From an optimization exercise on the open Yosys and OpenROAD flow, aimed at small area and a short achievable clock period; shortcuts taken in it are not production practice.
Where RTL was checked, it was by simulation tests only, not by an equivalence proof against the original.
Function not checked in runs 1 to 4: the RTL went through the layout flow alone.
Power figures rest on the tool's default switching activity, not on a simulated workload.

==> flow/design.v <==
`timescale 1ns/1ps
`default_nettype none
module lead_zero_count
(
    input  wire  [105:0] fract,
    output logic [6:0]   count
);
    logic [127:0] x;
    logic [63:0]  v1;  logic [63:0]  c1;    
    logic [31:0]  v2;  logic [63:0]  c2;    
    logic [15:0]  v3;  logic [47:0]  c3;    
    logic [7:0]   v4;  logic [31:0]  c4;    
    logic [3:0]   v5;  logic [19:0]  c5;    
    logic [1:0]   v6;  logic [11:0]  c6;    
    assign x = {fract, 1'b1, 21'b0};
    always_comb
    begin
        for (int i = 0; i < 64; i++)
        begin
            v1[i] = x[2*i+1] | x[2*i];
            c1[i] = ~x[2*i+1];
        end
        for (int i = 0; i < 32; i++)
        begin
            v2[i] = v1[2*i+1] | v1[2*i];
            c2[2*i+:2] = v1[2*i+1] ? {1'b0, c1[2*i+1]} : {1'b1, c1[2*i]};
        end
        for (int i = 0; i < 16; i++)
        begin
            v3[i] = v2[2*i+1] | v2[2*i];
            c3[3*i+:3] = v2[2*i+1] ? {1'b0, c2[2*(2*i+1)+:2]} : {1'b1, c2[2*(2*i)+:2]};
        end
        for (int i = 0; i < 8; i++)
        begin
            v4[i] = v3[2*i+1] | v3[2*i];
            c4[4*i+:4] = v3[2*i+1] ? {1'b0, c3[3*(2*i+1)+:3]} : {1'b1, c3[3*(2*i)+:3]};
        end
        for (int i = 0; i < 4; i++)
        begin
            v5[i] = v4[2*i+1] | v4[2*i];
            c5[5*i+:5] = v4[2*i+1] ? {1'b0, c4[4*(2*i+1)+:4]} : {1'b1, c4[4*(2*i)+:4]};
        end
        for (int i = 0; i < 2; i++)
        begin
            v6[i] = v5[2*i+1] | v5[2*i];
            c6[6*i+:6] = v5[2*i+1] ? {1'b0, c5[5*(2*i+1)+:5]} : {1'b1, c5[5*(2*i)+:5]};
        end
        count = v6[1] ? {1'b0, c6[11:6]} : {1'b1, c6[5:0]};
    end
endmodule
`default_nettype wire
`timescale 1ns/1ps
`default_nettype none
module normalizer
(
    input  wire  [105:0] fract_in,
    input  wire  [10:0]  exp_in,
    output logic [52:0]  trunc_n_out,  
    output logic         guard_n_out,  
    output logic         sticky_out,   
    output logic [10:0]  exp_out,      
    output logic [10:0]  exp_inc_out,  
    output logic         denorm_out,
    output logic         kill_out,     
    output logic         exp_ovf_out,  
    output logic         exp_top_out   
);
    logic [10:0]  e1;        
    logic [6:0]   lz;
    logic [6:0]   sh;        
    logic [6:0]   bit_gt;    
    logic [6:0]   bit_eq;    
    logic         limited;   
    assign e1 = {exp_in[10:1], exp_in[0] | ~|exp_in[10:1]};
    lead_zero_count u_lzc
    (
        .fract (fract_in),
        .count (lz)
    );
    always_comb
    begin
        for (int k = 0; k < 7; k++)
        begin
            bit_gt[k] = lz[k] & ~e1[k];
            bit_eq[k] = lz[k] ~^ e1[k];
        end
        limited = 1'b0;
        for (int k = 0; k < 7; k++)
        begin
            logic above_eq;
            above_eq = 1'b1;
            for (int j = k + 1; j < 7; j++)
                above_eq = above_eq & bit_eq[j];
            limited = limited | (bit_gt[k] & above_eq);
        end
        limited = limited & ~|e1[10:7];
    end
    assign sh = limited ? e1[6:0] : lz;
    logic [52:0] trunc_n;
    logic        guard_n;
    norm_shift u_shift
    (
        .fract     (fract_in),
        .sh        (sh),
        .sh_n      (~sh),
        .trunc_n   (trunc_n),
        .guard_n   (guard_n),
        .sticky    (sticky_out)
    );
    assign trunc_n_out = trunc_n;
    assign guard_n_out = guard_n;
    assign denorm_out  = limited;
    assign exp_out     = limited ? 11'd1 : exp_in + 11'd1 - {4'b0, lz};
    assign exp_inc_out = limited ? 11'd2 : exp_in + 11'd2 - {4'b0, lz};
    assign kill_out    = ~|exp_in & ~fract_in[105] & ~fract_in[104];
    assign exp_ovf_out = fract_in[105] & (&exp_in[10:1]);
    assign exp_top_out = (&exp_in[10:2]) &
                         ((fract_in[105] & (exp_in[1:0] == 2'd1 | exp_in[1:0] == 2'd2)) |
                          (~fract_in[105] & fract_in[104] & exp_in[1]) |
                          (fract_in[105:103] == 3'b001 & exp_in[1:0] == 2'd3));
endmodule
module norm_shift
(
    input  wire  [105:0] fract,
    input  wire  [6:0]   sh,
    input  wire  [6:0]   sh_n,
    output logic [52:0]  trunc_n,    
    output logic         guard_n,    
    output logic         sticky      
);
    function automatic logic [105:0] step(input logic [105:0] d, input logic s,
                                          input logic s_n, input int k, input int lo,
                                          input logic pos);
        logic [105:0] q;
        q = '0;
        for (int i = 0; i < 106; i++)
        begin
            if (i < lo)
                q[i] = 1'b0;
            else if (i >= 106 - k)
            begin
                if (i < k)
                    q[i] = ~d[i];
                else if (pos)
                    q[i] = ~(d[i] | (s & d[i-k]));
                else
                    q[i] = ~(d[i] & (s_n | d[i-k]));
            end
            else if (i >= k)
                q[i] = ~((d[i-k] | s_n) & (d[i] | s));
            else if (pos)
                q[i] = ~(d[i] & s_n);
            else
                q[i] = ~(d[i] | s);
        end
        step = q;
    endfunction
    logic [105:0] q6, q5, q4, q3, q2, q1, q0;    
    logic [5:0]   drop;
    always_comb
    begin
        q6 = step(fract, sh[6], sh_n[6], 64, 0,  1'b1);
        q5 = step(q6,    sh[5], sh_n[5], 32, 21, 1'b0);
        q4 = step(q5,    sh[4], sh_n[4], 16, 37, 1'b1);
        q3 = step(q4,    sh[3], sh_n[3], 8,  45, 1'b0);
        q2 = step(q3,    sh[2], sh_n[2], 4,  49, 1'b1);
        q1 = step(q2,    sh[1], sh_n[1], 2,  51, 1'b0);
        q0 = step(q1,    sh[0], sh_n[0], 1,  52, 1'b1);
        drop[5] = sh_n[5] & (~&q6[20:1] | (~q6[0] & |sh[4:0]));
        drop[4] = sh_n[4] & |q5[36:21];
        drop[3] = sh_n[3] & ~&q4[44:37];
        drop[2] = sh_n[2] & |q3[48:45];
        drop[1] = sh_n[1] & ~&q2[50:49];
        drop[0] = sh_n[0] & q1[51];
    end
    assign trunc_n = q0[105:53];
    assign guard_n = q0[52];
    assign sticky  = |drop;
endmodule
`default_nettype wire
`timescale 1ns/1ps
`default_nettype none
module rounder
(
    input  wire          clk,
    input  wire          reset,
    input  wire          sign,
    input  wire  [1:0]   r_mode,
    input  wire  [52:0]  in_trunc_n,   
    input  wire          in_guard_n,   
    input  wire          in_sticky,
    input  wire  [10:0]  in_exp,       
    input  wire  [10:0]  in_exp_inc,   
    input  wire          in_denorm,
    input  wire          in_kill,
    input  wire          in_exp_ovf,
    input  wire          in_exp_top,   
    output logic [52:0]  fract_out,
    output logic [10:0]  exp_out,
    output logic         dn_out,
    output logic         ine_out,
    output logic         overflow_out,
    output logic         infinite_out
);
    logic [52:0] in_trunc;
    logic        in_guard;
    logic        inexact;
    logic        round_inc;
    logic        carry;
    logic [52:0] fract_rnd;
    logic        overflow;
    logic        to_inf;
    logic [52:0] fract_next;
    logic [10:0] exp_next;
    assign in_trunc = ~in_trunc_n;
    assign in_guard = ~in_guard_n;
    assign inexact  = in_guard | in_sticky;
    always_comb
    begin
        case (r_mode)
            2'd0:    round_inc = in_guard & (in_sticky | in_trunc[0]);
            2'd1:    round_inc = 1'b0;
            2'd2:    round_inc = inexact & ~sign;
            default: round_inc = inexact & sign;
        endcase
    end
    logic [7*53-1:0] pre;
    logic [52:0]     all;
    always_comb
    begin
        pre[52:0] = in_trunc;
        for (int l = 1; l < 7; l++)
            for (int i = 0; i < 53; i++)
                if (((i >> (l - 1)) & 1) == 1)
                    pre[53*l + i] = pre[53*(l-1) + i] &
                                    pre[53*(l-1) + ((i >> (l - 1)) << (l - 1)) - 1];
                else
                    pre[53*l + i] = pre[53*(l-1) + i];
        all = pre[7*53-1:6*53];
    end
    assign carry     = round_inc & all[52];
    assign fract_rnd = (in_trunc ^ ({53{round_inc}} & {all[51:0], 1'b1})) | {carry, 52'b0};
    assign overflow = in_exp_ovf | (carry & in_exp_top);
    assign to_inf   = overflow & ((r_mode == 2'd0) | ((r_mode == 2'd2) & ~sign) |
                                  ((r_mode == 2'd3) & sign));
    always_comb
    begin
        if (to_inf | in_kill)
            fract_next = '0;
        else if (overflow)
            fract_next = '1;
        else
            fract_next = fract_rnd;
        if (to_inf)
            exp_next = 11'h7FF;
        else if (overflow)
            exp_next = 11'h7FE;
        else if (in_kill)
            exp_next = 11'd1;
        else
            exp_next = carry ? in_exp_inc : in_exp;
    end
    always_ff @(posedge clk)
    begin
        if (reset)
        begin
            fract_out    <= '0;
            exp_out      <= '0;
            dn_out       <= 1'b0;
            ine_out      <= 1'b0;
            overflow_out <= 1'b0;
            infinite_out <= 1'b0;
        end
        else
        begin
            fract_out    <= fract_next;
            exp_out      <= exp_next;
            dn_out       <= in_denorm;
            ine_out      <= (inexact & ~in_kill) | overflow;
            overflow_out <= overflow;
            infinite_out <= to_inf;
        end
    end
endmodule
`default_nettype wire
`timescale 1ns/1ps
`default_nettype none
module norm_rnd
(
    input  wire          clk,
    input  wire          reset,
    input  wire  [105:0] fract_in,
    input  wire  [10:0]  exp_in,
    input  wire          sign,
    input  wire  [1:0]   r_mode,
    output logic [52:0]  fract_out,
    output logic [10:0]  exp_out,
    output logic         dn_out,
    output logic         ine_out,
    output logic         overflow_out,
    output logic         infinite_out
);
    logic [52:0] nb_trunc_n;
    logic        nb_guard_n;
    logic        nb_sticky;
    logic [10:0] nb_exp;
    logic [10:0] nb_exp_inc;
    logic        nb_denorm;
    logic        nb_kill;
    logic        nb_exp_ovf;
    logic        nb_exp_top;
    normalizer u_normalizer
    (
        .fract_in    (fract_in),
        .exp_in      (exp_in),
        .trunc_n_out (nb_trunc_n),
        .guard_n_out (nb_guard_n),
        .sticky_out  (nb_sticky),
        .exp_out     (nb_exp),
        .exp_inc_out (nb_exp_inc),
        .denorm_out  (nb_denorm),
        .kill_out    (nb_kill),
        .exp_ovf_out (nb_exp_ovf),
        .exp_top_out (nb_exp_top)
    );
    rounder u_rounder
    (
        .clk          (clk),
        .reset        (reset),
        .sign         (sign),
        .r_mode       (r_mode),
        .in_trunc_n   (nb_trunc_n),
        .in_guard_n   (nb_guard_n),
        .in_sticky    (nb_sticky),
        .in_exp       (nb_exp),
        .in_exp_inc   (nb_exp_inc),
        .in_denorm    (nb_denorm),
        .in_kill      (nb_kill),
        .in_exp_ovf   (nb_exp_ovf),
        .in_exp_top   (nb_exp_top),
        .fract_out    (fract_out),
        .exp_out      (exp_out),
        .dn_out       (dn_out),
        .ine_out      (ine_out),
        .overflow_out (overflow_out),
        .infinite_out (infinite_out)
    );
endmodule
`default_nettype wire
==> flow/flow/run.sh <==
#!/bin/bash
# The standard layout, with plain buf_1 cells as the port buffers instead of
# the delay cells buffer_ports picks by default. Every port still gets its
# own buffer.
set -euo pipefail
export BUFFER_PORTS_ARGS="-buffer_cell sky130_fd_sc_hd__buf_1"
bash standard.sh > standard_flow.log 2>&1
==> flow/standard.sh <==
#!/bin/bash
# synth_recipe.tcl (not shown) runs the flow's synth.tcl, then flattens the netlist and writes it again
# the make line also repeats each setting of config.mk as NAME=value (left out here)
make -C /OpenROAD-flow-scripts/flow DESIGN_CONFIG=/design/flow/config.mk WORK_HOME=/design/flow/orfs CLKGATE_MAP_FILE= SYNTH_SCRIPT=/design/flow/synth_recipe.tcl "${@:-finish}"
==> flow/config.mk <==
export PLATFORM = sky130hd
export DESIGN_NAME = norm_rnd
export DESIGN_NICKNAME = norm_rnd
export VERILOG_FILES = /design/flow/design.v
export SDC_FILE = /design/flow/constraint.sdc
export NUM_CORES = 4
export LEC_CHECK = 0
export ABC_AREA = 0
export CAP_MARGIN = 20
export CORE_MARGIN = 2
export CORE_UTILIZATION = 30
export SETUP_SLACK_MARGIN = 5
export SLEW_MARGIN = 20
export SYNTH_HIERARCHICAL = 1
export SYNTH_MINIMUM_KEEP_SIZE = 0
export TNS_END_PERCENT = 100
==> flow/constraint.sdc <==
create_clock -name core_clock -period 14.0 [get_ports {clk}]
set_input_delay 2.8000 -clock core_clock [delete_from_list [all_inputs] [get_ports {clk}]]
set_output_delay 2.8000 -clock core_clock [all_outputs]
set_load 0.01 [all_outputs]
==> metrics.yaml, run 1 <==
slowest_stage: "or4_4"
syn2layout_area_growth_pct: 59.12
yosys_warnings: 10
first_pass_iters: 6
max_stage_delay_ns: 0.59
grt_usage: 0.2779
hold_viol_final: 0
crit_fanout: 8
outcome: "finished clean"
timing.max_cap.violations: 0
core-area_sq_um: 30670
antenna_found_initial: 0
report.final.slew_viol_count: 0
startpoint_type: "primary input"
cts_buffer_depth: 2
die_h_microns: 180.8
routabilityCongestion: 1.034
cp.required_ns: 14.24
cts_tree: "built"
syn_nets: 1463
synth_area_sq_um: 9381
pwr_density_cell_nw_per_um2: 59.44
grt_overflow_total: 0
grt_max_degree: 65
dpl.hpwl_mm: 33.99
setup_violations: 0
syn-mean-instance-area_sq_um: 7.183
nFillCells: 2843
syn_inst: 1306
fp.dieW_microns: 180.8
io_buffers: 189
cell_internal_pwr_mw: 0.5361
cts-root-buf: "clkbuf_16"
crit_arrival_ns: 9.64
drc: 0
swShare: 0.3958
worst_slack_ns: 4.597
wl_mm: 50.85
antenna_cells: 0
grt_pass1_vias: 11910
nets: 1742
p_comb_frac: 0.482
tightest_slew_ns: 0.9510
ant_nets: 0
hold_path_depth: 2
seq_power_share: 0.247
drive_gt1_frac: 0.3698
synthArstFlopShare: 0
yosysSeqAreaShare: 0.1451
drt-initial-drc-count: 1910
clock_power_share: 0.271
synth_cell_type_count: 92
fp.dieArea_sq_um: 32700
path_class: "in -> reg"
p_sw_mw: 0.3512
cts_max_level: 3
finalCritPeriodShare: 0.6716
hold_slack_ns: 2.810
max_freq_mhz: 106.4
cts_hold_buf: 0
synth-seq-cells: 68
pin_count: 190
max-slew-margin-rel: 0.3660
final.setup.tns_ns: 0
crit_top_cell: "o22ai_2"
routed_via_density: 6.694
peakVddDrop_uv: 61.85
p_leak_nw: 5.458
grt_pass1_wl_mm: 72.29
cp-end-kind: "register"
clkSlewWorstSetupHoldPaths_ns: 0.05
numClockSinks: 68
rsz0062_at_grt: "true"
rows: 64
place_ws_ns: 1.675
hold_path_class: "in -> reg"
synth_edf_count: 0
synth_flop_cell: "dfxtp_1"
numCtsBuffers: 9
vias: 13300
start_util: 0.3059
period_minus_slack_ns: 9.403
wire_per_inst_microns: 25.60
## layer usage
metal	track usage	vias to the layer above	share of wire
met4	0.1603	0	0.073
met3	0.04576	244	0.10
met5	0	-	0
met2	0.4333	1070	0.43
met1	0.3617	6227	0.39
li1	-	5754	-
## logic make-up after synthesis
logic type | share of synthesized area
AO/OA/AOI/OAI | 0.4599
AND/OR/NAND/NOR | 0.2114
buffers and inverters | 0.07402
flip-flops | 0.1451
adder cells (fa/ha/maj) | 0.04828
XOR/XNOR | 0.03174
multiplexers | 0.02961
## repair_timing
| item | in CTS | in global routing |
|---|---|---|
| cloned | 20 | 7 |
| endpoints found under the setup margin | 67 | 67 |
| pin swaps | 122 | 50 |
| resized for setup | 348 | 168 |
| buffers inserted | 102 | 42 |
## stage by stage
| stage | utilization | power (mW) | area (sq um) | std cells |
|---|---|---|---|---|
| finish | 0.4867 | 0.8873 | 14930 | 1986 |
| global route | 0.4867 | 0.9230 | 14930 | 1986 |
| CTS | 0.4404 | 0.8306 | 13510 | 1937 |
| detailed placement | 0.3390 | 0.5314 | 10400 | 1799 |
| global placement | 0.3389 | 0.5303 | 10400 | 1799 |
| floorplan | - | 0.4196 | 9448 | 1306 |
## cell type report
class                   instances  area (sq um)  share of cell area
multi-input cells            1083          9872              0.6613
repair buffers                362          2590              0.1735
flip-flops and latches         68          1361             0.09119
well taps                     396         495.5             0.03319
inverters                      58         256.5             0.01718
clock buffers                   9         225.2             0.01509
clock inverters                 7         98.84            0.006621
repair inverters                3         28.78            0.001928
## registers in the layout (all words and copies together) (netlist names)
register	cells
u_rounder.infinite_out	1
u_rounder.fract_out	53
u_rounder.overflow_out	1
u_rounder.exp_out	11
u_rounder.dn_out	1
u_rounder.ine_out	1
## Yosys stat by module (local to each module, per instance), a selection
module,flip-flops and latches,copies in the design,area [sq um],cells
normalizer,0,1,1489,198
rounder,68,1,3085,352
norm_shift,0,1,3595,553
lead_zero_count,0,1,1212,203
## worst max-delay path, delay by kind of cell
kind	cells	cell delay, ns
AO/OA/AOI/OAI	11	2.70
AND/OR/NAND/NOR	9	2.13
buffers and inverters	9	1.15
multiplexers	2	0.53
adder cells (fa/ha/maj)	1	0.29
## cell usage in the layout (no fill, tap or decap), types with 26 or more instances in the layout
cell     Yosys  layout
buf_1       12     170
inv_1       52      52
buf_4        5     129
o21ai_0     79      46
o22ai_2      0     125
nand2_1     49      48
o21ai_2      7      26
nor2_1      69      62
nor2b_1     37      31
o22ai_1    178      30
a21oi_1     97      89
o21ai_1     14      27
dfxtp_1     68      68
ha_1        33      31
## power by group through the flow
stage | logic [mW] | registers [mW] | clock network [mW]
6_report | 0.427 | 0.219 | 0.241
5_1_grt | 0.449 | 0.221 | 0.254
4_1_cts | 0.368 | 0.220 | 0.243
3_5_place_dp | 0.308 | 0.224 | 0
3_3_place_gp | 0.307 | 0.224 | 0
2_1_floorplan | 0.187 | 0.233 | 0
## Yosys cell counts, drive strengths merged, types with 5 or more instances
master / instances / area, sq um
mux2i: 24 / 240.2
o221ai: 10 / 87.58
nor2b: 37 / 231.5
o22ai: 178 / 1114
nand4: 6 / 37.54
o21bai: 5 / 37.54
nor4: 37 / 252.7
or4: 15 / 127.6
a21o: 20 / 150.1
o21ai: 100 / 526.8
ha: 33 / 412.9
o21a: 13 / 97.59
o31ai: 14 / 105.1
a22o: 28 / 245.2
a2bb2oi: 9 / 78.83
nand2: 50 / 190.2
nand3: 23 / 115.1
clkbuf: 69 / 260.2
buf: 40 / 216.5
xor2: 21 / 183.9
a21oi: 98 / 494.2
a22oi: 7 / 52.55
nor2: 69 / 259.0
o2bb2ai: 18 / 157.7
a221o: 19 / 190.2
a211oi: 7 / 52.55
nand3b: 12 / 90.09
inv: 55 / 206.5
o31a: 5 / 43.79
nand2b: 20 / 132.6
or3: 7 / 43.79
o211ai: 16 / 133.9
or2: 9 / 56.30
dfxtp: 68 / 1361
nor3: 34 / 191.4
o22a: 13 / 113.9
xnor2: 13 / 113.9
a211o: 17 / 148.9
a221oi: 16 / 171.4
and2: 7 / 43.79
## worst paths after layout
| path | start | end | slack (ns) |
|---|---|---|---|
| setup / recovery | fract_in[25] | u_rounder.fract_out[50]$_SDFF_PP0_ | 4.60 |
| hold / removal | reset | u_rounder.dn_out$_SDFF_PP0_ | 2.81 |
==> inputs of run 2 (changes only) <==
--- a/flow/config.mk
+++ b/flow/config.mk
@@ -5,7 +5,7 @@
 export SDC_FILE = /design/flow/constraint.sdc
 export NUM_CORES = 4
 export LEC_CHECK = 0
-export ABC_AREA = 0
+export ABC_AREA = 1
 export CAP_MARGIN = 20
 export CORE_MARGIN = 2
 export CORE_UTILIZATION = 30
==> run 2 against run 1 <==
Net effect: first-iteration DRC count down 2.1%; via count is 17% higher; area after synthesis grew 26%; synthesized cell count rose by 68%; design area fell by 11%; critical path depth up 3; non-clock buffer count shrank 149; critical path type unchanged; die area grew 25%; highest routed layer unchanged.
==> metrics.yaml, run 2 <==
clkSlewWorstSetupHoldPaths_ns: 0.05  # about the same
routed.top_layer: "met4"  # unchanged
wire_per_inst_microns: 19.06  # was 25.60 microns
cell_internal_pwr_mw: 0.4937  # was 0.5361 mW
worst_slack_ns: 5.388  # was 4.597 ns
fp.dieW_microns: 202.1  # was 180.8 microns
crit_arrival_ns: 8.85  # was 9.64 ns
seq_power_share: 0.261  # was 0.247
top_register: "u_rounder.fract_out"  # unchanged
grt_max_degree: 75  # was 65
drive_gt1_frac: 0.07118  # was 0.3698
cts_max_level: 3  # unchanged
path_class: "in -> reg"  # unchanged
period_minus_slack_ns: 8.612  # was 9.403 ns
max_freq_mhz: 116.1  # was 106.4 MHz
cp-end-kind: "register"  # unchanged
vias: 15490  # was 13.30k
grt_usage: 0.2580  # was 0.2779
synth-seq-cells: 68  # unchanged
synth_xor_area_frac: 0.02380  # was 0.03174
drt-initial-drc-count: 1869  # was 1910
first_pass_iters: 6  # unchanged
cts_buffer_depth: 2  # unchanged
setup_violations: 0  # unchanged
slowest_stage: "ha_1"  # was or4_4
synthArstFlopShare: 0  # unchanged
outcome: "finished clean"  # unchanged
drc: 0  # unchanged
syn_inst: 2196  # was 1306
syn2layout_area_growth_pct: 12.95  # was 59.12%
antenna_cells: 0  # unchanged
met1Wirelength_mm: 23.59  # was 19.97 mm
numCtsBuffers: 9  # unchanged
top_regs: "u_rounder.fract_out x53, u_rounder.exp_out x11"  # unchanged
pin_count: 190  # unchanged
critical_path_buf_inv_count: 6  # was 9
rows: 72  # was 64
cpLargestDelayFamily: "simple AND/OR/NAND/NOR gates"  # was compound AO/OA/AOI/OAI gates
yosys_warnings: 10  # unchanged
syn-mean-instance-area_sq_um: 5.361  # was 7.183 sq um
crit_fanout: 32  # was 8
synth-simple-area-share: 0.5944  # was 0.2114
syn_nets: 2353  # was 1463
p_leak_nw: 6.306  # was 5.458 nW
clock_power_share: 0.297  # was 0.271
io_buffers: 189  # unchanged
crit_top_cell: "nand3_1"  # was o22ai_2
synth_cell_type_count: 47  # was 92
max-slew-margin-rel: 0.3716  # was 0.3660
synth_edf_count: 0  # unchanged
nets: 2470  # was 1742
final_cell_mix: "610 x nand3_1, 502 x nand2_1, 263 x nor2_1"  # was 170 x buf_1, 129 x buf_4, 125 x o22ai_2
peakVddDrop_uv: 53.59  # was 61.85 uV
grt_pass1_vias: 14360  # was 11.91k
synth_area_sq_um: 11770  # was 9381 sq um
synth_top_family_by_area: "simple AND/OR/NAND/NOR gates"  # was compound AO/OA/AOI/OAI gates
wl_met3_mm: 4.323  # was 5.131 mm
numClockSinks: 68  # unchanged
cts-root-buf: "clkbuf_16"  # unchanged
synth_compound_area_frac: 0.09989  # was 0.4599
wl_met2_mm: 23.83  # was 22.01 mm
report.final.slew_viol_count: 0  # unchanged
synth_area_leaders: "nand3_1 26%, nand2_1 16%, dfxtp_1 12%"  # was dfxtp_1 15%, o22ai_1 12%, a21oi_1 5.2%
fp.dieArea_sq_um: 40850  # was 32700 sq um
synth_most_common_cell: "nand3_1"  # was o22ai_1
synthAdderAreaFrac: 0.03847  # was 0.04828
startpoint_type: "primary input"  # unchanged
ant_nets: 0  # unchanged
start_util: 0.3039  # was 0.3059
place_ws_ns: 3.370  # was 1.675 ns
synth_top_area_share: 0.2597  # was 0.1451
rsz0062_at_grt: "true"  # unchanged
hold_path_class: "in -> reg"  # unchanged
timing.max_cap.violations: 0  # unchanged
largest_reg_flops: 53  # unchanged
core-area_sq_um: 38740  # was 30670 sq um
routabilityCongestion: 1.032  # was 1.034
synth_common_cells: "611 x nand3_1, 514 x nand2_1, 268 x nor2_1"  # was 178 x o22ai_1, 97 x a21oi_1, 79 x o21ai_0
max_stage_delay_ns: 0.38  # was 0.59 ns
finalCritPeriodShare: 0.6152  # was 0.6716
cp.required_ns: 14.24  # about the same
pwr_density_cell_nw_per_um2: 63.11  # was 59.44 nW/um^2
yosysSeqAreaShare: 0.1156  # was 0.1451
antenna_found_initial: 0  # unchanged
dpl.hpwl_mm: 42.96  # was 33.99 mm
cts_tree: "built"  # unchanged
grt_pass1_wl_mm: 82.43  # was 72.29 mm
final.setup.tns_ns: 0  # unchanged
grt_overflow_total: 0  # unchanged
synth_flop_cell: "dfxtp_1"  # unchanged
swShare: 0.4118  # was 0.3958
routed_via_density: 5.463  # was 6.694
synth.largest_area_cell: "nand3_1"  # was dfxtp_1
p_sw_mw: 0.3456  # was 0.3512 mW
hold_viol_final: 0  # unchanged
layout_commonest_cell: "nand3_1"  # was buf_1
die_h_microns: 202.1  # was 180.8 microns
tightest_slew_ns: 0.9341  # was 0.9510 ns
wl_mm: 54.05  # was 50.85 mm
synth_mux_area_frac: 0  # was 0.02961
p_comb_frac: 0.442  # was 0.482
-- run 2: cell count changes after synthesis, sizes merged, moves of 44 or more --
| cell | previous run | this run |
|---|---|---|
| a21oi | 98 | 54 |
| buf | 40 | 87 |
| clkbuf | 69 | 25 |
| inv | 55 | 228 |
| nand2 | 50 | 530 |
| nand3 | 23 | 617 |
| nor2 | 69 | 318 |
| o22ai | 178 | 3 |
-- run 2: routing by layer --
layer	track usage	vias to the layer above
li1	-	7504
met1	0.3484	7120
met2	0.4134	759
met3	0.03273	109
met4	0.1087	0
met5	0	-
-- run 2: cells by family after synthesis --
kind of cell,Yosys count
adders and majority gates,35
AOI/OAI and AO/OA,195
xor gates and xnor gates,32
DFF,68
buffers and inverters,342
and+or+nand+nor,1524
-- run 2: stage by stage --
| step | total power [mW] | hold slack [ns] | cell area [sq um] | utilization | instances |
|---|---|---|---|---|---|
| final | 0.8392 | 2.763 | 13300 | 0.3433 | 2836 |
| after global routing | 0.8972 | 2.797 | 13300 | 0.3433 | 2836 |
| after floorplan | 0.4575 | 2.871 | 11770 | - | 2196 |
| after global placement | 0.5769 | 3.112 | 12560 | 0.3244 | 2800 |
| after CTS | 0.8342 | 2.751 | 13030 | 0.3362 | 2822 |
| after detailed placement | 0.5791 | 3.111 | 12560 | 0.3244 | 2800 |
-- run 2: power by group through the flow --
stage,Combinational [mW],Clock [mW],Sequential (mW)
after floorplan,0.224,0,0.234
after global placement,0.353,0,0.224
after detailed placement,0.355,0,0.224
after CTS,0.359,0.255,0.220
after global routing,0.412,0.263,0.221
final,0.371,0.249,0.219
-- run 2: worst paths after layout --
path	start	endpoint	cells past startpoint
worst max-delay path	fract_in[24]	u_rounder.fract_out[31]$_SDFF_PP0_	35
worst min-delay path	reset	u_rounder.dn_out$_SDFF_PP0_	2
-- run 2: cell type report --
class	instances	area, sq um
sequential	68	1361
clock buffer	13	260.3
fill	4446	25440
tap	518	648.1
timing repair buffer	213	970.9
multi-input combinational	1791	9092
clock inverter	3	68.82
inverter	230	897.1
-- run 2: per-module statistics from Yosys (local to each module, per instance), excerpt --
module | cell area (sq um) | copies in the design | cells inside | flip-flops and latches
rounder | 3762 | 1 | 591 | 68
lead_zero_count | 1650 | 1 | 358 | 0
norm_shift | 4855 | 1 | 1000 | 0
normalizer | 1506 | 1 | 247 | 0
-- run 2: timing repair --
item / 4_1_cts / 5_1_grt
endpoints found under the hold margin: 0 / 0
hold buffers: 0 / 0
endpoints found under the setup margin: 67 / 67
resized for setup: 17 / 43
cloned: 3 / 3
pin swaps: 2 / 8
buffers inserted: 3 / 10
==> inputs of run 3 (changes only) <==
--- a/flow/flow/run.sh
+++ b/flow/flow/run.sh
@@ -4,4 +4,5 @@
 # own buffer.
 set -euo pipefail
 export BUFFER_PORTS_ARGS="-buffer_cell sky130_fd_sc_hd__buf_1"
+export SETUP_SLACK_MARGIN=0
 bash standard.sh > standard_flow.log 2>&1
--- a/flow/config.mk
+++ b/flow/config.mk
@@ -5,11 +5,10 @@
 export SDC_FILE = /design/flow/constraint.sdc
 export NUM_CORES = 4
 export LEC_CHECK = 0
-export ABC_AREA = 1
+export ABC_AREA = 0
 export CAP_MARGIN = 20
 export CORE_MARGIN = 2
 export CORE_UTILIZATION = 30
-export SETUP_SLACK_MARGIN = 5
 export SLEW_MARGIN = 20
 export SYNTH_HIERARCHICAL = 1
 export SYNTH_MINIMUM_KEEP_SIZE = 0
==> run 3 against run 2 <==
Net effect: still clean; utilization grew 0.55 points; worst hold slack gained 0.060 ns; setup slack lost 3.7 ns; design area shrank 20%; final cell count shrank 36%; critical path type unchanged.
==> metrics.yaml, run 3 <==
outcome: "finished clean"  # unchanged
p_sw_mw: 0.2860  # was 0.3456 mW
syn2layout_area_growth_pct: 14.04  # was 12.95%
grt_max_degree: 65  # was 75
synth_mux_area_frac: 0.02961  # was 0
numPlacedInstances: 1802  # was 2800
period_minus_slack_ns: 12.30  # was 8.612 ns
cts_setup_buffers: 0  # was 3
max-slew-margin-rel: 0.3549  # was 0.3716
antenna_found_initial: 0  # unchanged
nets: 1574  # was 2470
totalPowerFinal_mw: 0.7706  # was 0.8392 mW
synth_flop_cell: "dfxtp_1"  # unchanged
die_h_microns: 180.8  # was 202.1 microns
rsz0062_at_grt: "false"  # was true
syn_inst: 1306  # was 2196
finalCritPeriodShare: 0.8786  # was 0.6152
synth_top_family_by_area: "compound AO/OA/AOI/OAI gates"  # was simple AND/OR/NAND/NOR gates
cts_tree: "built"  # unchanged
numClockSinks: 68  # unchanged
setup_violations: 0  # unchanged
cts_hold_buf: 0  # unchanged
peakVddDrop_uv: 55.67  # was 53.59 uV
synth-seq-cells: 68  # unchanged
max_freq_mhz: 81.30  # was 116.1 MHz
hold_path_class: "in -> reg"  # unchanged
clock_power_share: 0.305  # was 0.297
fp.dieW_microns: 180.8  # was 202.1 microns
synth_cell_type_count: 92  # was 47
crit_fanout: 35  # was 32
synth_area_sq_um: 9381  # was 11770 sq um
max_stage_delay_ns: 0.77  # was 0.38 ns
grt_pass1_wl_mm: 62.83  # was 82.43 mm
slowest_stage: "a2111oi_2"  # was ha_1
top_register: "u_rounder.fract_out"  # unchanged
grt_pass1_vias: 10490  # was 14.36k
synth_area_leaders: "dfxtp_1 15%, o22ai_1 12%, a21oi_1 5.2%"  # was nand3_1 26%, nand2_1 16%, dfxtp_1 12%
synth_common_cells: "178 x o22ai_1, 97 x a21oi_1, 79 x o21ai_0"  # was 611 x nand3_1, 514 x nand2_1, 268 x nor2_1
drt-initial-drc-count: 1423  # was 1869
drive_gt1_frac: 0.06685  # was 0.07118
drc: 0  # unchanged
p_comb_frac: 0.411  # was 0.442
core-area_sq_um: 30670  # was 38740 sq um
synthAdderAreaFrac: 0.04828  # was 0.03847
clkSlewWorstSetupHoldPaths_ns: 0.05  # about the same
cpLargestDelayFamily: "simple AND/OR/NAND/NOR gates"  # unchanged
pin_count: 190  # unchanged
grt_usage: 0.2401  # was 0.2580
wire_per_inst_microns: 22.87  # was 19.06 microns
synth.largest_area_cell: "dfxtp_1"  # was nand3_1
layout.cells.non_filler: 1817  # was 2836
layout_commonest_cell: "buf_1"  # was nand3_1
wl_mm: 41.56  # was 54.05 mm
ant_nets: 0  # unchanged
hold_viol_final: 0  # unchanged
crit_arrival_ns: 12.52  # was 8.85 ns
synth_top_area_share: 0.1451  # was 0.2597
fp.dieArea_sq_um: 32700  # was 40850 sq um
synth_compound_area_frac: 0.4599  # was 0.09989
final.setup.tns_ns: 0  # unchanged
yosysSeqAreaShare: 0.1451  # was 0.1156
syn-mean-instance-area_sq_um: 7.183  # was 5.361 sq um
p_leak_nw: 3.702  # was 6.306 nW
grt_overflow_total: 0  # unchanged
cts_buffer_depth: 2  # unchanged
numCtsBuffers: 9  # unchanged
swShare: 0.3712  # was 0.4118
start_util: 0.3059  # was 0.3039
synth_most_common_cell: "o22ai_1"  # was nand3_1
seq_power_share: 0.284  # was 0.261
crit_top_cell: "buf_4"  # was nand3_1
synth-simple-area-share: 0.2114  # was 0.5944
cts-root-buf: "clkbuf_16"  # unchanged
synth_xor_area_frac: 0.03174  # was 0.02380
pwr_density_cell_nw_per_um2: 72.02  # was 63.11 nW/um^2
cell_internal_pwr_mw: 0.4845  # was 0.4937 mW
cts_max_level: 3  # unchanged
cp.required_ns: 14.22  # was 14.24 ns
cts.repair.resized: 0  # was 17
io_buffers: 189  # unchanged
hold_slack_ns: 2.822  # was 2.763 ns
vias: 11460  # was 15.49k
synthArstFlopShare: 0  # unchanged
post-route-util: 0.3489  # was 0.3433
final_cell_mix: "189 x buf_1, 178 x o22ai_1, 97 x a21oi_1"  # was 610 x nand3_1, 502 x nand2_1, 263 x nor2_1
tightest_slew_ns: 0.9602  # was 0.9341 ns
timing.max_cap.violations: 0  # unchanged
top_regs: "u_rounder.fract_out x53, u_rounder.exp_out x11"  # unchanged
rows: 64  # was 72
startpoint_type: "primary input"  # unchanged
yosys_warnings: 10  # unchanged
largest_reg_flops: 53  # unchanged
report.final.slew_viol_count: 0  # unchanged
synth_edf_count: 0  # unchanged
routabilityCongestion: 1.010  # was 1.032
nFillCells: 3373  # was 4446
dpl.hpwl_mm: 33.94  # was 42.96 mm
first_pass_iters: 7  # was 6
syn_nets: 1463  # was 2353
routed_via_density: 6.309  # was 5.463
path_class: "in -> reg"  # unchanged
cp-end-kind: "register"  # unchanged
critical_path_buf_inv_count: 5  # was 6
antenna_cells: 0  # unchanged
==> run 3: cell count changes in the layout (fill, tap and decap cells not counted), moves of 25 or more <==
cell	change
nor2_1	-194
nor4_1	+32
o211ai_1	-28
nor2b_1	+36
nand2_1	-453
o22ai_1	+175
nand3_1	-587
a22o_1	+28
nand4_1	-27
nor2_2	-36
inv_1	-157
o21ai_0	+25
a21oi_1	+46
==> run 3: worst paths after layout <==
check	start	endpoint	slack, ns	depth (start not counted)
worst min-delay path	reset	u_rounder.dn_out$_SDFF_PP0_	2.82	2
worst max-delay path	fract_in[25]	u_rounder.fract_out[15]$_SDFF_PP0_	1.70	30
==> run 3: metrics by stage <==
step,setup WS (ns),instance area [sq um]
floorplan,4.743,9382
global route,1.033,10700
finish,1.699,10700
CTS,1.985,10690
detailed placement,1.671,10380
global placement,1.793,10380
==> run 3: kinds of logic (layout without fill, tap and decap cells) <==
kind of cell	count (synthesis)	after routing
mux	27	27
compound gates	628	628
xor+xnor	34	34
fa+ha+maj	35	35
flops	68	68
buf+inv	167	282
simple gates	347	347
==> run 3: per-module statistics from Yosys, one instance, submodules excluded, a selection <==
| module | cell area (sq um) | cells |
|---|---|---|
| norm_shift | 3595 | 553 |
| rounder | 3085 | 352 |
| normalizer | 1489 | 198 |
| lead_zero_count | 1212 | 203 |
==> run 3: power by group through the flow <==
| stage | clock, mW | sequential, mW | combinational [mW] |
|---|---|---|---|
| global placement | 0 | 0.223 | 0.307 |
| finish | 0.235 | 0.219 | 0.317 |
| floorplan | 0 | 0.233 | 0.186 |
| global route | 0.248 | 0.221 | 0.342 |
| CTS | 0.240 | 0.219 | 0.310 |
| detailed placement | 0 | 0.223 | 0.308 |
==> run 3: per-layer routing <==
metal	global-route usage	up-vias	wire length (microns)
met5	0	-	0
met1	0.3398	5331	18400
met4	0.09097	0	1599
met2	0.3722	679	18060
met3	0.02741	85	3502
li1	-	5369	-
==> run 3: area by class of cell <==
class                           count  area, sq um  area share
Clock inverter                      4        73.82    0.006900
Tap cell                          396        495.5     0.04631
Sequential cell                    68         1361      0.1272
Timing Repair Buffer              209        859.6     0.08034
Inverter                           58        217.7     0.02035
Clock buffer                       11        242.7     0.02269
Multi-Input combinational cell   1071         7448      0.6962
==> inputs of run 4 (changes only) <==
--- a/flow/flow/run.sh
+++ b/flow/flow/run.sh
@@ -4,5 +4,5 @@
 # own buffer.
 set -euo pipefail
 export BUFFER_PORTS_ARGS="-buffer_cell sky130_fd_sc_hd__buf_1"
-export SETUP_SLACK_MARGIN=0
+export SETUP_SLACK_MARGIN=3.5
 bash standard.sh > standard_flow.log 2>&1
==> run 4 against run 3 <==
Net effect: utilization increased by 1.2 points; worst hold slack got worse by 0.0018 ns; sequential share of layout area decreased by 0.42 points; still clean on timing, DRC and antenna.
==> metrics.yaml, run 4 <==
synth_most_common_cell: "o22ai_1"  # unchanged
antenna_found_initial: 0  # unchanged
first_pass_iters: 8  # was 7
synth_flop_cell: "dfxtp_1"  # unchanged
nets: 1595  # was 1574
crit_top_cell: "buf_4"  # unchanged
setup_violations: 0  # unchanged
grt_max_degree: 65  # unchanged
cp.required_ns: 14.22  # about the same
routed_via_density: 6.347  # was 6.309
hold_viol_final: 0  # unchanged
core-area_sq_um: 30670  # unchanged
syn2layout_area_growth_pct: 17.97  # was 14.04%
largest_reg_flops: 53  # unchanged
max_stage_delay_ns: 0.62  # was 0.77 ns
antenna_cells: 0  # unchanged
finalCritPeriodShare: 0.7329  # was 0.8786
drive_gt1_frac: 0.09570  # was 0.06685
cts_hold_buf: 0  # unchanged
synth.largest_area_cell: "dfxtp_1"  # unchanged
vias: 11670  # was 11.46k
synth_top_area_share: 0.1451  # unchanged
numCtsBuffers: 9  # unchanged
slowest_stage: "or4_4"  # was a2111oi_2
clkSlewWorstSetupHoldPaths_ns: 0.05  # about the same
cts_buffer_depth: 2  # unchanged
grt_overflow_total: 0  # unchanged
grt_pass1_wl_mm: 63.22  # was 62.83 mm
grt_pass1_vias: 10560  # was 10.49k
syn_nets: 1463  # unchanged
dpl.hpwl_mm: 33.94  # unchanged
synth_common_cells: "178 x o22ai_1, 97 x a21oi_1, 79 x o21ai_0"  # unchanged
rows: 64  # unchanged
cts-root-buf: "clkbuf_16"  # unchanged
pwr_density_cell_nw_per_um2: 70.17  # was 72.02 nW/um^2
syn-mean-instance-area_sq_um: 7.183  # unchanged
max_freq_mhz: 97.46  # was 81.30 MHz
io_buffers: 189  # unchanged
path_class: "in -> reg"  # unchanged
yosysSeqAreaShare: 0.1451  # unchanged
yosys_warnings: 10  # unchanged
synth_area_leaders: "dfxtp_1 15%, o22ai_1 12%, a21oi_1 5.2%"  # unchanged
period_minus_slack_ns: 10.26  # was 12.30 ns
top_regs: "u_rounder.fract_out x53, u_rounder.exp_out x11"  # unchanged
startpoint_type: "primary input"  # unchanged
pin_count: 190  # unchanged
final_cell_mix: "189 x buf_1, 172 x o22ai_1, 96 x a21oi_1"  # was 189 x buf_1, 178 x o22ai_1, 97 x a21oi_1
synth-seq-cells: 68  # unchanged
critical_path_buf_inv_count: 6  # was 5
peakVddDrop_uv: 55.31  # was 55.67 uV
final.setup.tns_ns: 0  # unchanged
synth_edf_count: 0  # unchanged
cp-end-kind: "register"  # unchanged
drc: 0  # unchanged
wire_per_inst_microns: 23.05  # was 22.87 microns
max-slew-margin-rel: 0.3666  # was 0.3549
top_register: "u_rounder.fract_out"  # unchanged
timing.max_cap.violations: 0  # unchanged
tightest_slew_ns: 0.9429  # was 0.9602 ns
rsz0062_at_grt: "true"  # was false
synth_area_sq_um: 9381  # unchanged
syn_inst: 1306  # unchanged
start_util: 0.3059  # unchanged
die_h_microns: 180.8  # unchanged
synth_cell_type_count: 92  # unchanged
cts_tree: "built"  # unchanged
report.final.slew_viol_count: 0  # unchanged
cts_max_level: 3  # unchanged
drt-initial-drc-count: 1578  # was 1423
post-route-util: 0.3608  # was 0.3489
grt_usage: 0.2415  # was 0.2401
outcome: "finished clean"  # unchanged
crit_arrival_ns: 10.48  # was 12.52 ns
cpLargestDelayFamily: "simple AND/OR/NAND/NOR gates"  # unchanged
numClockSinks: 68  # unchanged
wl_mm: 42.37  # was 41.56 mm
p_leak_nw: 3.848  # was 3.702 nW
crit_fanout: 35  # unchanged
hold_path_class: "in -> reg"  # unchanged
fp.dieArea_sq_um: 32700  # unchanged
layout_commonest_cell: "buf_1"  # unchanged
synthArstFlopShare: 0  # unchanged
ant_nets: 0  # unchanged
fp.dieW_microns: 180.8  # unchanged
routabilityCongestion: 1.010  # unchanged
-- run 4: cell counts after synthesis --
Identical to the previous run, type by type.
-- run 4: stage by stage --
stage | cell area (sq um) | hold WS (ns) | total power, mW | worst slack [ns] | cells
4_1_cts | 10800 | 2.820 | 0.7695 | 3.520 | 1824
5_1_grt | 11070 | 2.880 | 0.8167 | 3.459 | 1838
3_5_place_dp | 10380 | 3.153 | 0.5310 | 1.671 | 1802
3_3_place_gp | 10380 | 3.153 | 0.5300 | 1.793 | 1802
6_report | 11070 | 2.820 | 0.7766 | 3.740 | 1838
2_1_floorplan | 9382 | 2.869 | 0.4187 | 4.743 | 1306
-- run 4: cell type report --
class	count	area, sq um
repair buffers	227	1006
clock buffers	11	242.7
well taps	396	495.5
multi-input cells	1074	7662
inverters	58	225.2
clock inverters	4	73.82
fillers	3329	19600
flip-flops and latches	68	1361
-- run 4: repair_timing --
action | 4_1_cts | 5_1_grt
pin swaps | 4 | 5
endpoints found under the setup margin | 67 | 67
gates cloned | 1 | 2
setup buffers | 6 | 12
resized for setup | 11 | 30
-- run 4: logic make-up (layout without fill, tap and decap cells) --
| family | after synthesis | count (layout) | synth area share |
|---|---|---|---|
| AO/OA/AOI/OAI | 628 | 628 | 0.4599 |
| adder cells (fa/ha/maj) | 35 | 35 | 0.04828 |
| multiplexers | 27 | 29 | 0.02961 |
| XOR/XNOR | 34 | 34 | 0.03174 |
| AND/OR/NAND/NOR | 347 | 348 | 0.2114 |
| buffers and inverters | 167 | 300 | 0.07402 |
| flip-flops | 68 | 68 | 0.1451 |
-- run 4: final timing paths --
check         start                            endpoint  slack, ns  cells past startpoint
max    fract_in[25]  u_rounder.fract_out[15]$_SDFF_PP0_       3.74                     31
min           reset         u_rounder.dn_out$_SDFF_PP0_       2.82                      2
-- run 4: Yosys stat by module (local to each module, per instance), a selection --
module           times used  flip-flops and latches  area, sq um
rounder                   1                      68         3085
norm_shift                1                       0         3595
lead_zero_count           1                       0         1212
normalizer                1                       0         1489
-- run 4: power by group --
group / switching (mW) / leakage [nW] / internal, mW
Clock: 0.0751 / 0.156 / 0.160
Sequential: 0.00535 / 0.567 / 0.213
Combinational: 0.209 / 3.13 / 0.114
-- run 4: routing by layer --
layer / GRT usage / wire (microns) / up-vias
met5: 0 / 0 / -
met4: 0.09484 / 1846 / 0
met3: 0.03024 / 3275 / 121
met2: 0.3755 / 18330 / 675
met1: 0.3379 / 18920 / 5450
li1: - / - / 5420
==> inputs of run 5 (changes only) <==
--- a/flow/design.v
+++ b/flow/design.v
@@ -77,6 +77,8 @@
         .fract (fract_in),
         .count (lz)
     );
+    logic [7:0] gt_above;    
+    logic [7:0] lt_above;
     always_comb
     begin
         for (int k = 0; k < 7; k++)
@@ -84,18 +86,24 @@
             bit_gt[k] = lz[k] & ~e1[k];
             bit_eq[k] = lz[k] ~^ e1[k];
         end
-        limited = 1'b0;
-        for (int k = 0; k < 7; k++)
+        for (int k = 0; k <= 7; k++)
         begin
-            logic above_eq;
-            above_eq = 1'b1;
-            for (int j = k + 1; j < 7; j++)
-                above_eq = above_eq & bit_eq[j];
-            limited = limited | (bit_gt[k] & above_eq);
+            gt_above[k] = 1'b0;
+            lt_above[k] = |e1[10:7];
+            for (int j = k; j < 7; j++)
+            begin
+                logic above_eq;
+                above_eq = 1'b1;
+                for (int i = j + 1; i < 7; i++)
+                    above_eq = above_eq & bit_eq[i];
+                gt_above[k] = gt_above[k] | (~|e1[10:7] & bit_gt[j] & above_eq);
+                lt_above[k] = lt_above[k] | (~lz[j] & e1[j] & above_eq);
+            end
         end
-        limited = limited & ~|e1[10:7];
+        for (int k = 0; k < 7; k++)
+            sh[k] = lt_above[k+1] ? lz[k] : gt_above[k+1] ? e1[k] : (lz[k] & e1[k]);
+        limited = gt_above[0];
     end
-    assign sh = limited ? e1[6:0] : lz;
     logic [52:0] trunc_n;
     logic        guard_n;
     norm_shift u_shift
--- a/flow/flow/run.sh
+++ b/flow/flow/run.sh
@@ -4,5 +4,5 @@
 # own buffer.
 set -euo pipefail
 export BUFFER_PORTS_ARGS="-buffer_cell sky130_fd_sc_hd__buf_1"
-export SETUP_SLACK_MARGIN=3.5
+export SETUP_SLACK_MARGIN=4
 bash standard.sh > standard_flow.log 2>&1
==> run 5 against run 4 <==
Net effect: still clean; routed wire length decreased by 3.2%; synthesized cell count increased by 2.5%; critical path depth decreased by 6; final cell count increased by 1.4%; area after synthesis increased by 1.2%; first-iteration DRC count decreased by 31%; critical path type unchanged; largest cell class unchanged.
==> metrics.yaml, run 5 <==
dpl.hpwl_mm: 33.36  # was 33.94 mm
routabilityCongestion: 1.067  # was 1.010
wl_met2_mm: 17.16  # was 18.33 mm
synth_edf_count: 0  # unchanged
seq_power_share: 0.278  # was 0.282
grt_usage: 0.2356  # was 0.2415
p_sw_mw: 0.3033  # was 0.2895 mW
syn-mean-instance-area_sq_um: 7.093  # was 7.183 sq um
synthArstFlopShare: 0  # unchanged
clock_power_share: 0.298  # was 0.302
hold_viol_final: 0  # unchanged
top_regs: "u_rounder.fract_out x53, u_rounder.exp_out x11"  # unchanged
wl_met3_mm: 3.656  # was 3.275 mm
finalCritPeriodShare: 0.6754  # was 0.7329
outcome: "finished clean"  # unchanged
crit_arrival_ns: 9.73  # was 10.48 ns
syn_nets: 1504  # was 1463
antenna_found_initial: 0  # unchanged
crit_start: "fract_in[56]"  # was fract_in[25]
cts-root-buf: "clkbuf_16"  # unchanged
area.sequential_sq_um: 1361  # unchanged
synth_common_cells: "178 x o22ai_1, 109 x a21oi_1, 87 x nor2_1"  # was 178 x o22ai_1, 97 x a21oi_1, 79 x o21ai_0
p_comb_frac: 0.424  # was 0.416
numPlacedInstances: 1843  # was 1802
pwr_density_cell_nw_per_um2: 72.66  # was 70.17 nW/um^2
report.final.slew_viol_count: 0  # unchanged
pin_count: 190  # unchanged
ant_nets: 0  # unchanged
core-area_sq_um: 31390  # was 30670 sq um
peakVddDrop_uv: 73.22  # was 55.31 uV
period_minus_slack_ns: 9.455  # was 10.26 ns
numCtsBuffers: 9  # unchanged
max-slew-margin-rel: 0.3462  # was 0.3666
crit_path_end: "u_rounder.fract_out[47]$_SDFF_PP0_"  # was u_rounder.fract_out[15]$_SDFF_PP0_
met1Wirelength_mm: 18.51  # was 18.92 mm
max_stage_delay_ns: 0.55  # was 0.62 ns
cp-end-kind: "register"  # unchanged
grt_max_degree: 65  # unchanged
yosysSeqAreaShare: 0.1433  # was 0.1451
rsz0062_at_grt: "false"  # was true
routed_via_density: 6.271  # was 6.347
nets: 1623  # was 1595
wire_per_inst_microns: 22.02  # was 23.05 microns
vias: 11690  # was 11.67k
cts_hold_buf: 0  # unchanged
startpoint_type: "primary input"  # unchanged
final_area_sq_um: 10890  # was 11070 sq um
synth_top_area_share: 0.1433  # was 0.1451
synth_area_sq_um: 9498  # was 9381 sq um
swShare: 0.3834  # was 0.3729
fp.dieW_microns: 181.9  # was 180.8 microns
drt-initial-drc-count: 1092  # was 1578
grt_overflow_total: 0  # unchanged
fp.dieArea_sq_um: 33100  # was 32700 sq um
drive_gt1_frac: 0.07661  # was 0.09570
top_register: "u_rounder.fract_out"  # unchanged
final.setup.tns_ns: 0  # unchanged
cell_internal_pwr_mw: 0.4877  # was 0.4870 mW
hold_path_class: "in -> reg"  # unchanged
antenna_cells: 0  # unchanged
path_class: "in -> reg"  # unchanged
io_buffers: 189  # unchanged
synth_most_common_cell: "o22ai_1"  # unchanged
p_leak_nw: 3.829  # was 3.848 nW
placed_area_sq_um: 10440  # was 10380 sq um
cts_buffer_depth: 2  # unchanged
crit_fanout: 20  # was 35
clkSlewWorstSetupHoldPaths_ns: 0.06  # was 0.05 ns
start_util: 0.3026  # was 0.3059
cts_tree: "built"  # unchanged
tightest_slew_ns: 0.9806  # was 0.9429 ns
routed.top_layer: "met4"  # unchanged
multi_input_area_sq_um: 7547  # was 7662 sq um
grt_pass1_wl_mm: 62.02  # was 63.22 mm
synth-seq-cells: 68  # unchanged
setup_violations: 0  # unchanged
syn2layout_area_growth_pct: 14.62  # was 17.97%
rows: 65  # was 64
layout.cells.non_filler: 1864  # was 1838
nFillCells: 3474  # was 3329
numClockSinks: 68  # unchanged
yosys_warnings: 10  # unchanged
max_freq_mhz: 105.8  # was 97.46 MHz
largest_reg_flops: 53  # unchanged
first_pass_iters: 8  # unchanged
grt_pass1_vias: 10480  # was 10.56k
wl_mm: 41.04  # was 42.37 mm
synth_area_leaders: "dfxtp_1 14%, o22ai_1 12%, a21oi_1 5.7%"  # was dfxtp_1 15%, o22ai_1 12%, a21oi_1 5.2%
crit_top_cell: "o22ai_1"  # was buf_4
timing.max_cap.violations: 0  # unchanged
syn_inst: 1339  # was 1306
final_cell_mix: "189 x buf_1, 178 x o22ai_1, 107 x a21oi_1"  # was 189 x buf_1, 172 x o22ai_1, 96 x a21oi_1
drc: 0  # unchanged
slowest_stage: "nor4_1"  # was or4_4
synth.largest_area_cell: "dfxtp_1"  # unchanged
synth_flop_cell: "dfxtp_1"  # unchanged
cp.required_ns: 14.27  # was 14.22 ns
synth_cell_type_count: 89  # was 92
cts_max_level: 3  # unchanged
layout_commonest_cell: "buf_1"  # unchanged
die_h_microns: 181.9  # was 180.8 microns
[run 5: worst min-delay path by stage]
stage	startpoint	cells past startpoint	slack, ns	endpoint
5_1_grt	reset	2	2.80	u_rounder.ine_out$_SDFF_PP0_
6_report	reset	2	2.77	u_rounder.ine_out$_SDFF_PP0_
3_3_place_gp	reset	2	3.08	u_rounder.dn_out$_SDFF_PP0_
4_1_cts	reset	2	2.77	u_rounder.ine_out$_SDFF_PP0_
2_1_floorplan	reset	1	2.87	u_rounder.ine_out$_SDFF_PP0_
3_5_place_dp	reset	2	3.08	u_rounder.dn_out$_SDFF_PP0_
[run 5: cell type report]
cell class | instances | area share
timing repair inverter | 1 | 0.0006896
timing repair buffer | 212 | 0.08344
clock inverter | 6 | 0.008275
inverter | 63 | 0.02241
sequential | 68 | 0.1250
clock buffer | 9 | 0.02069
tap | 402 | 0.04620
multi-input combinational | 1103 | 0.6933
[run 5: logic make-up (layout without fill, tap and decap cells)]
family	count (synthesis)	count (layout)	synth area share
AO/OA/AOI/OAI	633	633	0.4511
AND/OR/NAND/NOR	374	374	0.2221
buffers and inverters	168	291	0.07298
flip-flops	68	68	0.1433
adder cells (fa/ha/maj)	43	43	0.05823
XOR/XNOR	34	34	0.03135
multiplexers	19	19	0.02094
[run 5: what timing repair did]
action / CTS / global route
setup buffers: 0 / 5
pin swaps: 0 / 2
setup endpoints to repair: 20 / 66
resized for setup: 3 / 18
cloned: 0 / 1
[run 5: critical path: cells and delay by family]
family	cells	cell delay, ns
AOI/OAI and AO/OA	9	1.79
adders and majority gates	1	0.25
buffers and inverters	5	1.36
muxes	1	0.34
and+or+nand+nor	9	3.16
[run 5: metal layers]
layer	global-route usage	vias to the layer above
li1	-	5491
met1	0.3340	5443
met2	0.3597	658
met3	0.03289	98
met4	0.09129	0
met5	0	-
[run 5: power groups by stage]
stage          registers, mW  logic [mW]  clock network [mW]
5_1_grt                0.222       0.365               0.248
2_1_floorplan          0.234       0.198                   0
6_report               0.220       0.336               0.236
3_3_place_gp           0.225       0.322                   0
3_5_place_dp           0.225       0.324                   0
4_1_cts                0.220       0.326               0.239
[run 5: Yosys stat by module (local to each module, per instance), excerpt]
module	cells	flops+latches	area, sq um	copies in the design
norm_shift	553	0	3595	1
rounder	352	68	3085	1
normalizer	231	0	1605	1
lead_zero_count	203	0	1212	1
[run 5: metrics by stage]
stage | util | setup slack, ns | hold slack (ns) | total power [mW]
final | 0.3468 | 4.545 | 2.773 | 0.7911
after floorplan | - | 5.463 | 2.869 | 0.4324
after detailed placement | 0.3325 | 3.202 | 3.081 | 0.5483
after global routing | 0.3468 | 4.028 | 2.802 | 0.8346
after CTS | 0.3429 | 4.005 | 2.766 | 0.7852
after global placement | 0.3323 | 2.859 | 3.083 | 0.5462
==> inputs of run 6 (changes only) <==
--- a/flow/flow/run.sh
+++ b/flow/flow/run.sh
@@ -4,5 +4,5 @@
 # own buffer.
 set -euo pipefail
 export BUFFER_PORTS_ARGS="-buffer_cell sky130_fd_sc_hd__buf_1"
-export SETUP_SLACK_MARGIN=4
+export SETUP_SLACK_MARGIN=5
 bash standard.sh > standard_flow.log 2>&1
==> run 6 against run 5 <==
Net effect: utilization grew 3.3 points; clock power about the same; sequential share of layout area decreased by 1.1 points; setup slack improved by 0.60 ns; first-iteration DRC count increased by 14%; die area unchanged; critical endpoint is now u_rounder.fract_out[51]$_SDFF_PP0_; largest cell class unchanged.
==> metrics.yaml, run 6 <==
outcome: "finished clean"  # unchanged
place_ws_ns: 3.202  # unchanged
placed_area_sq_um: 10440  # unchanged
die_h_microns: 181.9  # unchanged
max_freq_mhz: 112.9  # was 105.8 MHz
first_pass_iters: 6  # was 8
synth.largest_area_cell: "dfxtp_1"  # unchanged
yosysSeqAreaShare: 0.1433  # unchanged
grt_pass1_vias: 10560  # was 10.48k
ant_nets: 0  # unchanged
grt_pass1_wl_mm: 62.58  # was 62.02 mm
drive_gt1_frac: 0.1561  # was 0.07661
cts-root-buf: "clkbuf_16"  # unchanged
start_util: 0.3026  # unchanged
antenna_found_initial: 0  # unchanged
numClockSinks: 68  # unchanged
cts_max_level: 3  # unchanged
synth_area_leaders: "dfxtp_1 14%, o22ai_1 12%, a21oi_1 5.7%"  # unchanged
routabilityCongestion: 1.067  # unchanged
top_register: "u_rounder.fract_out"  # unchanged
largest_reg_flops: 53  # unchanged
hold_path_class: "in -> reg"  # unchanged
antenna_cells: 0  # unchanged
layout_commonest_cell: "buf_1"  # unchanged
drt-initial-drc-count: 1243  # was 1092
synthArstFlopShare: 0  # unchanged
clkSlewWorstSetupHoldPaths_ns: 0.06  # about the same
wire_per_inst_microns: 22.27  # was 22.02 microns
numCtsBuffers: 9  # unchanged
cts_buffer_depth: 2  # unchanged
synth_flop_cell: "dfxtp_1"  # unchanged
max_stage_delay_ns: 0.55  # about the same
synth_cell_type_count: 89  # unchanged
fp.dieW_microns: 181.9  # unchanged
nFillCells: 3378  # was 3474
timing.max_cap.violations: 0  # unchanged
synth_area_sq_um: 9498  # unchanged
syn_inst: 1339  # unchanged
path_class: "in -> reg"  # unchanged
io_buffers: 189  # unchanged
report.final.slew_viol_count: 0  # unchanged
routed_via_density: 6.330  # was 6.271
p_leak_nw: 4.292  # was 3.829 nW
peakVddDrop_uv: 73.56  # was 73.22 uV
layout.cells.non_filler: 1914  # was 1864
syn-mean-instance-area_sq_um: 7.093  # unchanged
finalCritPeriodShare: 0.6325  # was 0.6754
wl_mm: 42.63  # was 41.04 mm
synth_common_cells: "178 x o22ai_1, 109 x a21oi_1, 87 x nor2_1"  # unchanged
top_regs: "u_rounder.fract_out x53, u_rounder.exp_out x11"  # unchanged
vias: 12120  # was 11.69k
synth-seq-cells: 68  # unchanged
nets: 1673  # was 1623
hold_viol_final: 0  # unchanged
final.setup.tns_ns: 0  # unchanged
hold_slack_ns: 2.776  # was 2.773 ns
grt_overflow_total: 0  # unchanged
final_cell_mix: "182 x buf_1, 167 x o22ai_1, 104 x a21oi_1"  # was 189 x buf_1, 178 x o22ai_1, 107 x a21oi_1
numPlacedInstances: 1843  # unchanged
post-route-util: 0.3799  # was 0.3468
crit_arrival_ns: 9.07  # was 9.73 ns
syn2layout_area_growth_pct: 25.56  # was 14.62%
period_minus_slack_ns: 8.855  # was 9.455 ns
syn_nets: 1504  # unchanged
synth_top_area_share: 0.1433  # unchanged
grt_usage: 0.2374  # was 0.2356
grt_max_degree: 65  # unchanged
rsz0062_at_grt: "false"  # unchanged
cp.required_ns: 14.21  # was 14.27 ns
cts_tree: "built"  # unchanged
cp-end-kind: "register"  # unchanged
crit_top_cell: "buf_4"  # was o22ai_1
synth_most_common_cell: "o22ai_1"  # unchanged
max-slew-margin-rel: 0.3423  # was 0.3462
crit_fanout: 13  # was 20
slowest_stage: "or4_4"  # was nor4_1
core-area_sq_um: 31390  # unchanged
final_area_sq_um: 11930  # was 10890 sq um
totalPowerFinal_mw: 0.8102  # was 0.7911 mW
rows: 65  # unchanged
drc: 0  # unchanged
tightest_slew_ns: 0.9864  # was 0.9806 ns
worst_slack_ns: 5.145  # was 4.545 ns
pwr_density_cell_nw_per_um2: 67.94  # was 72.66 nW/um^2
startpoint_type: "primary input"  # unchanged
synth_edf_count: 0  # unchanged
yosys_warnings: 10  # unchanged
dpl.hpwl_mm: 33.36  # unchanged
fp.dieArea_sq_um: 33100  # unchanged
setup_violations: 0  # unchanged
pin_count: 190  # unchanged
## run 6: changes by cell type in the layout (fill, tap and decap cells not counted), sizes merged
cell and change:
buf +40, clkbuf +10
## run 6: worst max-delay path, delay by kind of cell
family | cells | cell delay (ns)
compound gates | 8 | 1.86
xor+xnor | 1 | 0.24
buf+inv | 8 | 1.32
simple gates | 11 | 2.61
fa+ha+maj | 1 | 0.22
## run 6: cells by family after synthesis
kind of cell	synth area share
xor+xnor	0.03135
simple gates	0.2221
compound gates	0.4511
buf+inv	0.07298
flops	0.1433
mux	0.02094
fa+ha+maj	0.05823
## run 6: path summary, 6_finish.rpt
check	from	end	slack, ns	cells past startpoint
setup / recovery	fract_in[88]	u_rounder.fract_out[51]$_SDFF_PP0_	5.14	29
hold / removal	reset	u_rounder.ine_out$_SDFF_PP0_	2.78	2
## run 6: what timing repair did
item | 4_1_cts | 5_1_grt
pin swaps | 3 | 23
endpoints found under the hold margin | 0 | 0
cloned | 1 | 5
endpoints found under the setup margin | 67 | 67
hold buffers | 0 | 0
buffers inserted | 7 | 43
gates resized for setup | 43 | 103
## run 6: Yosys stat by module (local to each module, per instance), excerpt
module / times used / cell area, sq um / cells / flops+latches
normalizer: 1 / 1605 / 231 / 0
norm_shift: 1 / 3595 / 553 / 0
lead_zero_count: 1 / 1212 / 203 / 0
rounder: 1 / 3085 / 352 / 68
## run 6: report_power, final
part	internal (mW)	total (mW)	switching [mW]
registers	0.214	0.220	0.00577
logic	0.128	0.354	0.226
clock network	0.155	0.236	0.0811
## run 6: layer usage
| layer | up-vias | global-route usage | part of all wire |
|---|---|---|---|
| met2 | 723 | 0.3660 | 0.43 |
| li1 | 5589 | - | - |
| met5 | - | 0 | 0 |
| met3 | 108 | 0.03209 | 0.089 |
| met4 | 0 | 0.09000 | 0.042 |
| met1 | 5695 | 0.3352 | 0.44 |
## run 6: cell type report
type | count | area (sq um) | area share
multi-input cells | 1103 | 8020 | 0.6725
repair buffers | 262 | 1470 | 0.1233
flip-flops and latches | 68 | 1361 | 0.1142
well taps | 402 | 503.0 | 0.04218
inverters | 63 | 247.7 | 0.02077
clock buffers | 9 | 225.2 | 0.01889
clock inverters | 6 | 90.09 | 0.007554
repair inverters | 1 | 7.507 | 0.0006295
==> inputs of run 7 (changes only) <==
--- a/flow/flow/run.sh
+++ b/flow/flow/run.sh
@@ -4,5 +4,5 @@
 # own buffer.
 set -euo pipefail
 export BUFFER_PORTS_ARGS="-buffer_cell sky130_fd_sc_hd__buf_1"
-export SETUP_SLACK_MARGIN=5
+export SETUP_SLACK_MARGIN=4.5
 bash standard.sh > standard_flow.log 2>&1
--- a/flow/config.mk
+++ b/flow/config.mk
@@ -9,6 +9,7 @@
 export CAP_MARGIN = 20
 export CORE_MARGIN = 2
 export CORE_UTILIZATION = 30
+export PLACE_DENSITY = 0.8
 export SLEW_MARGIN = 20
 export SYNTH_HIERARCHICAL = 1
 export SYNTH_MINIMUM_KEEP_SIZE = 0
==> run 7 against run 6 <==
Net effect: still clean on timing, DRC and antenna; worst hold slack better by 0.010 ns; non-clock buffer count is 49 lower; routed wire length is 0.50% higher; critical path type unchanged.
==> metrics.yaml, run 7 <==
first_pass_iters: 6  # unchanged
post-route-util: 0.3519  # was 0.3799
final_area_sq_um: 11050  # was 11930 sq um
layout_commonest_cell: "buf_1"  # unchanged
numClockSinks: 68  # unchanged
path_class: "in -> reg"  # unchanged
layout.cells.non_filler: 1868  # was 1914
synth_area_leaders: "dfxtp_1 14%, o22ai_1 12%, a21oi_1 5.7%"  # unchanged
numCtsBuffers: 9  # unchanged
finalCritPeriodShare: 0.6581  # was 0.6325
rows: 65  # unchanged
synth_most_common_cell: "o22ai_1"  # unchanged
totalPowerFinal_mw: 0.7586  # was 0.8102 mW
synth_cell_type_count: 89  # unchanged
synth_edf_count: 0  # unchanged
grt_pass1_vias: 10770  # was 10.56k
pin_count: 190  # unchanged
cts_max_level: 3  # unchanged
peakVddDrop_uv: 69.15  # was 73.56 uV
drc: 0  # unchanged
grt_pass1_wl_mm: 64.16  # was 62.58 mm
setup_violations: 0  # unchanged
syn_inst: 1339  # unchanged
largest_reg_flops: 53  # unchanged
io_buffers: 189  # unchanged
top_regs: "u_rounder.fract_out x53, u_rounder.exp_out x11"  # unchanged
nets: 1627  # was 1673
crit_fanout: 36  # was 13
cts_hold_buf: 0  # unchanged
period_minus_slack_ns: 9.213  # was 8.855 ns
synth_common_cells: "178 x o22ai_1, 109 x a21oi_1, 87 x nor2_1"  # unchanged
placed_area_sq_um: 10420  # was 10440 sq um
wire_per_inst_microns: 22.94  # was 22.27 microns
multi_input_area_sq_um: 7699  # was 8020 sq um
outcome: "finished clean"  # unchanged
synth.largest_area_cell: "dfxtp_1"  # unchanged
numPlacedInstances: 1841  # was 1843
area.sequential_sq_um: 1361  # unchanged
ant_nets: 0  # unchanged
syn2layout_area_growth_pct: 16.31  # was 25.56%
tightest_slew_ns: 0.9923  # was 0.9864 ns
crit_arrival_ns: 9.47  # was 9.07 ns
syn_nets: 1504  # unchanged
grt_max_degree: 65  # unchanged
drt-initial-drc-count: 1511  # was 1243
max_freq_mhz: 108.5  # was 112.9 MHz
report.final.slew_viol_count: 0  # unchanged
start_util: 0.3026  # unchanged
worst_slack_ns: 4.787  # was 5.145 ns
-- run 7: final cells by class --
class	count	area share
clock inverter	6	0.003738
timing repair inverter	1	0.0006796
inverter	63	0.02186
multi-input combinational	1106	0.6969
sequential	68	0.1232
tap	402	0.04553
timing repair buffer	213	0.08767
clock buffer	9	0.02039
-- run 7: repair_timing --
action | CTS | global route
resized for setup | 19 | 38
setup endpoints to repair | 67 | 67
gates cloned | 2 | 2
buffers inserted | 2 | 5
pin swaps | 2 | 4
-- run 7: per-layer routing --
layer | track usage | vias up | routed length, microns | share of wire
li1 | - | 5496 | - | -
met1 | 0.3435 | 5606 | 18460 | 0.43
met2 | 0.3716 | 816 | 18170 | 0.42
met3 | 0.03570 | 110 | 4300 | 0.10
met4 | 0.1055 | 0 | 1915 | 0.045
met5 | 0 | - | 0 | 0
-- run 7: path summary, 6_finish.rpt --
path | from | to | slack (ns) | depth (start not counted)
max | fract_in[105] | u_rounder.fract_out[46]$_SDFF_PP0_ | 4.79 | 26
min | reset | u_rounder.dn_out$_SDFF_PP0_ | 2.79 | 2
-- run 7: where the power goes --
group	internal (mW)	switching, mW	total [mW]
clock network	0.118	0.0778	0.196
logic	0.120	0.223	0.342
registers	0.214	0.00586	0.220
-- run 7: Yosys stat by module, one instance, submodules excluded, excerpt --
| module | flip-flops and latches | cells | times used | area [sq um] |
|---|---|---|---|---|
| rounder | 68 | 352 | 1 | 3085 |
| norm_shift | 0 | 553 | 1 | 3595 |
| normalizer | 0 | 231 | 1 | 1605 |
| lead_zero_count | 0 | 203 | 1 | 1212 |
-- run 7: kinds of logic after synthesis --
logic type / Yosys count / synth area share
multiplexers: 19 / 0.02094
AND/OR/NAND/NOR: 374 / 0.2221
XOR/XNOR: 34 / 0.03135
buffers and inverters: 168 / 0.07298
AO/OA/AOI/OAI: 633 / 0.4511
adder cells (fa/ha/maj): 43 / 0.05823
flip-flops: 68 / 0.1433
-- run 7: worst max-delay path, cell delays in order --
cell and delay [ns]:
clkbuf_2 0.19, or4_4 0.62, nand4bb_4 0.28, nand2b_4 0.22, nor3_4 0.25, ha_1 0.25
mux2_2 0.34, a21oi_1 0.16, buf_4 0.31, clkinvlp_4 0.17, buf_12 0.17, buf_4 0.14
o2bb2ai_2 0.24, o22ai_1 0.21, o221ai_1 0.31, o22ai_1 0.19, o22ai_1 0.25, o22ai_1 0.21
or3_1 0.42, or3_1 0.44, nor4_4 0.27, a31oi_2 0.15, nand2b_1 0.22, buf_12 0.18
or2_2 0.39, o21ai_2 0.09
